Source: an optimization exercise on an open RTL-to-GDS flow (aim: small area, a short achievable clock period and few clock cycles per item). Production flows keep margins and buffers that such runs may drop.
Only simulation tests tie the RTL to the original design; equivalence was not proved.

==> run Y <==
// real_mul_arbiter
module real_mul_arbiter #(
  parameter  int N_REQ = 4,
  localparam int ID_W  = $clog2(N_REQ)
) (
  input  logic                  clk,
  input  logic                  rst,
  input  logic [N_REQ-1:0]      req_valid,
  output logic [N_REQ-1:0]      req_ready,
  input  logic [real_mul_arbiter_pkg::OP_W*N_REQ-1:0] req_op1,
  input  logic [real_mul_arbiter_pkg::OP_W*N_REQ-1:0] req_op2,
  output logic                  rsp_valid,
  input  logic                  rsp_ready,
  output logic [ID_W-1:0]       rsp_id,
  output logic [real_mul_arbiter_pkg::OP_W-1:0] rsp_result,
  output logic                  busy,
  output logic [real_mul_arbiter_pkg::CNT_W-1:0] ops_done
);
clock: 10.5 ns
lec_check: 0
cap_margin: 20
core_margin: 2
core_utilization: 40
setup_slack_margin: 4.0
slew_margin: 20
run.sh (not shown) runs the stock make flow with config.mk's settings and CLKGATE_MAP_FILE= SYNTH_SCRIPT=/design/flow/synth_recipe.tcl, a recipe that flattens the netlist after the stock synthesis.
==> run F (differences from run Y) <==
- SETUP_SLACK_MARGIN: 4.0 -> default
==> run_results.csv <==
group,metric,value,unit
run_status,status,"timing/DRC/antenna clean",
cts,cts_setup_buffers,76,
cts,h-tree-depth,1,
placed_design,dp_cells,6505,
global_routing,grt_pass1_vias,38400,
cts,cts_buffers,31,
final_layout,mostFrequentLayoutCells,"a22oi_1 (709), inv_1 (660), clkdlybuf4s50_1 (589)",
global_routing,use_met1,39.7,%
routing,wire_per_inst,27.2,um
Source of the figures above: run Y

==> run_results.csv <==
group,metric,value,unit
cts,h-tree-depth,2,
final_layout,mostFrequentLayoutCells,"a22oi_1 (717), inv_1 (662), clkdlybuf4s50_1 (605)",
routing,wire_per_inst,27.7,um
run_status,status,"timing/DRC/antenna clean",
placed_design,dp_cells,6510,
cts,cts_buffers,34,
global_routing,use_met1,39.6,%
cts,cts_setup_buffers,0,
Source of the figures above: run F

Testbench counts of run Y, summed over its fixed seeds: cycles 3,216, items 3,200.
Testbench counts of run F, summed over its fixed seeds: cycles 3,216, items 3,200.


==> inputs of job 9476 <==
Another version of the RTL of real_mul_arbiter (not shown whole).
// real_mul_arbiter
module real_mul_arbiter #(
  parameter  int N_REQ = 4,
  localparam int ID_W  = $clog2(N_REQ)
) (
  input  logic                  clk,
  input  logic                  rst,
  input  logic [N_REQ-1:0]      req_valid,
  output logic [N_REQ-1:0]      req_ready,
  input  logic [real_mul_arbiter_pkg::OP_W*N_REQ-1:0] req_op1,
  input  logic [real_mul_arbiter_pkg::OP_W*N_REQ-1:0] req_op2,
  output logic                  rsp_valid,
  input  logic                  rsp_ready,
  output logic [ID_W-1:0]       rsp_id,
  output logic [real_mul_arbiter_pkg::OP_W-1:0] rsp_result,
  output logic                  busy,
  output logic [real_mul_arbiter_pkg::CNT_W-1:0] ops_done
);
  localparam int OP_W = real_mul_arbiter_pkg::OP_W;
  localparam int PW   = real_mul_arbiter_pkg::PRE_W;
  localparam int CW   = real_mul_arbiter_pkg::CS_W;
  logic [ID_W-1:0]  rr_ptr, ptr_n, sel_idx;
  logic [N_REQ-1:0] sel, ahead, sel_n, ahead_n;
  logic             hit, nob;
  logic             adv;
  logic             acc;
  logic [OP_W-1:0]  op1_s, op2_s;
  logic [2*PW-1:0]  pre_d, pre_q;
  logic [2*CW-1:0]  cs_d, cs_q;
  logic [OP_W-1:0]  res_d;
  logic             s1_valid, s2_valid;
  logic [ID_W-1:0]  s1_id, s2_id;
  assign adv = !rsp_valid || rsp_ready;
  assign nob = !(|(ahead & req_valid));
  assign hit = |(sel & req_valid) && nob;
  assign acc = rst && adv && hit;
  assign req_ready = sel & req_valid & {N_REQ{nob && rst && adv}};
  always_comb begin
    sel_idx = '0;
    for (int i = 0; i < N_REQ; i++)
      if (sel[i]) sel_idx = ID_W'(i);
  end
  assign ptr_n = acc ? ((sel_idx == ID_W'(N_REQ - 1)) ? '0 : sel_idx + 1'b1) : rr_ptr;
  always_comb begin
    logic found;
    sel_n   = '0;
    ahead_n = '0;
    found   = 1'b0;
    for (int k = 0; k < N_REQ; k++) begin
      if (!found) begin
        if (req_valid[ID_W'((int'(ptr_n) + k) % N_REQ)]) begin
          sel_n[ID_W'((int'(ptr_n) + k) % N_REQ)] = 1'b1;
          found = 1'b1;
        end else begin
          ahead_n[ID_W'((int'(ptr_n) + k) % N_REQ)] = 1'b1;
        end
      end
    end
  end
  always_comb begin
    op1_s = '0;
    op2_s = '0;
    for (int i = 0; i < N_REQ; i++) begin
  ...
==> flow/config.mk <==
export PLATFORM = sky130hd
export DESIGN_NAME = real_mul_arbiter
export DESIGN_NICKNAME = real_mul_arbiter
export VERILOG_FILES = /design/flow/design.v
export SDC_FILE = /design/flow/constraint.sdc
export NUM_CORES = 4
export LEC_CHECK = 0
export CAP_MARGIN = 20
export CORE_MARGIN = 2
export CORE_UTILIZATION = 40
export CTS_BUF_LIST = sky130_fd_sc_hd__clkbuf_4 sky130_fd_sc_hd__clkbuf_8
export SLEW_MARGIN = 20
==> flow/constraint.sdc <==
create_clock -name core_clock -period 10.5 [get_ports {clk}]
set_input_delay 2.1000 -clock core_clock [delete_from_list [all_inputs] [get_ports {clk}]]
set_output_delay 2.1000 -clock core_clock [all_outputs]
set_load 0.01 [all_outputs]
standard.sh (not shown) runs the stock make flow with config.mk's settings and CLKGATE_MAP_FILE= SYNTH_SCRIPT=/design/flow/synth_recipe.tcl, a recipe that flattens the netlist after the stock synthesis.
==> flow/flow/run.sh <==
#!/bin/bash
# The standard layout (the standard.sh, unchanged synthesis and steps), except that:
# - the port buffers that global placement inserts on every input and output are plain
#   buf_1 cells instead of the delay cells buffer_ports picks by default;
set -euo pipefail
export BUFFER_PORTS_ARGS="-buffer_cell sky130_fd_sc_hd__buf_1"
export SETUP_SLACK_MARGIN=6.2
bash standard.sh > standard_flow.log 2>&1
==> inputs of job 7245, as changes to job 9476 <==
--- a/flow/flow/run.sh
+++ b/flow/flow/run.sh
@@ -4,5 +4,5 @@
 #   buf_1 cells instead of the delay cells buffer_ports picks by default;
 set -euo pipefail
 export BUFFER_PORTS_ARGS="-buffer_cell sky130_fd_sc_hd__buf_1"
-export SETUP_SLACK_MARGIN=6.2
+export SETUP_SLACK_MARGIN=5.8
 bash standard.sh > standard_flow.log 2>&1
==> results.py <==
metrics = {
    "layout": {
        "fin_area_um2": 55340,
        "nets": 6600,
        "num-fill-cells": 11090,
        "signal_buffer_area_fraction": 0.08544,
    },
    "global_routing": {
        "grt_max_degree": 154,
    },
    "run_status": {
        "outcome": "timing/DRC/antenna clean",
    },
}
(the above is from job 7245)
==> results.py <==
metrics = {
    "global_routing": {
        "grt_max_degree": 152,
    },
    "layout": {
        "fin_area_um2": 56690,
        "nets": 6662,
        "signal_buffer_area_fraction": 0.1015,
        "num-fill-cells": 10980,
    },
    "run_status": {
        "outcome": "timing/DRC/antenna clean",
    },
    "worst_hold_path": {
        "worst_hold_path_type": "register to register",
    },
    "synthesis": {
        "syn_nets": 6032,
    },
}
(the above is from job 9476)
Testbench counts of job 9476, summed over its fixed seeds: cycles 3,224, items 3,200.
Testbench counts of job 7245, summed over its fixed seeds: cycles 3,224, items 3,200.

## separate check: timing with driven ports
The flow's constraints put no driver on any port. The routed layouts listed below were extracted and timed again, unchanged, in two steps.
Step 1: set_driving_cell puts a clkbuf_16 on clk and a buf_2 on each other input, an assumption about the parent block.
Step 2 also shifts input and output timing later by t, the mid clock arrival at the registers, as if the neighbouring blocks saw the same clock.
a / b / c = ideal ports / drivers / drivers and shift; a / b = the first two.
run	t (ns)	setup slack, ns	latest minus earliest clock arrival (ns)	worst register clock-pin slew, ns	worst data-port slew with drivers (ns)
run Y	0.699	4.114 / 4.032 / 4.040	0.017 / 0.016	0.07 / 0.07	0.30
run F	0.655	2.816 / 2.741 / 3.204	0.031 / 0.031	0.07 / 0.07	0.28
job 9476	0.766	5.447 / 5.374 / 5.374	0.061 / 0.061	0.07 / 0.07	0.12
job 7245	0.786	5.531 / 5.487 / 5.334	0.086 / 0.086	0.08 / 0.08	0.19
After both steps every run listed still meets setup and hold. For job 7245, which loses most, drivers alone change the setup slack by -0.044 ns; drivers and shift together by -0.197 ns.
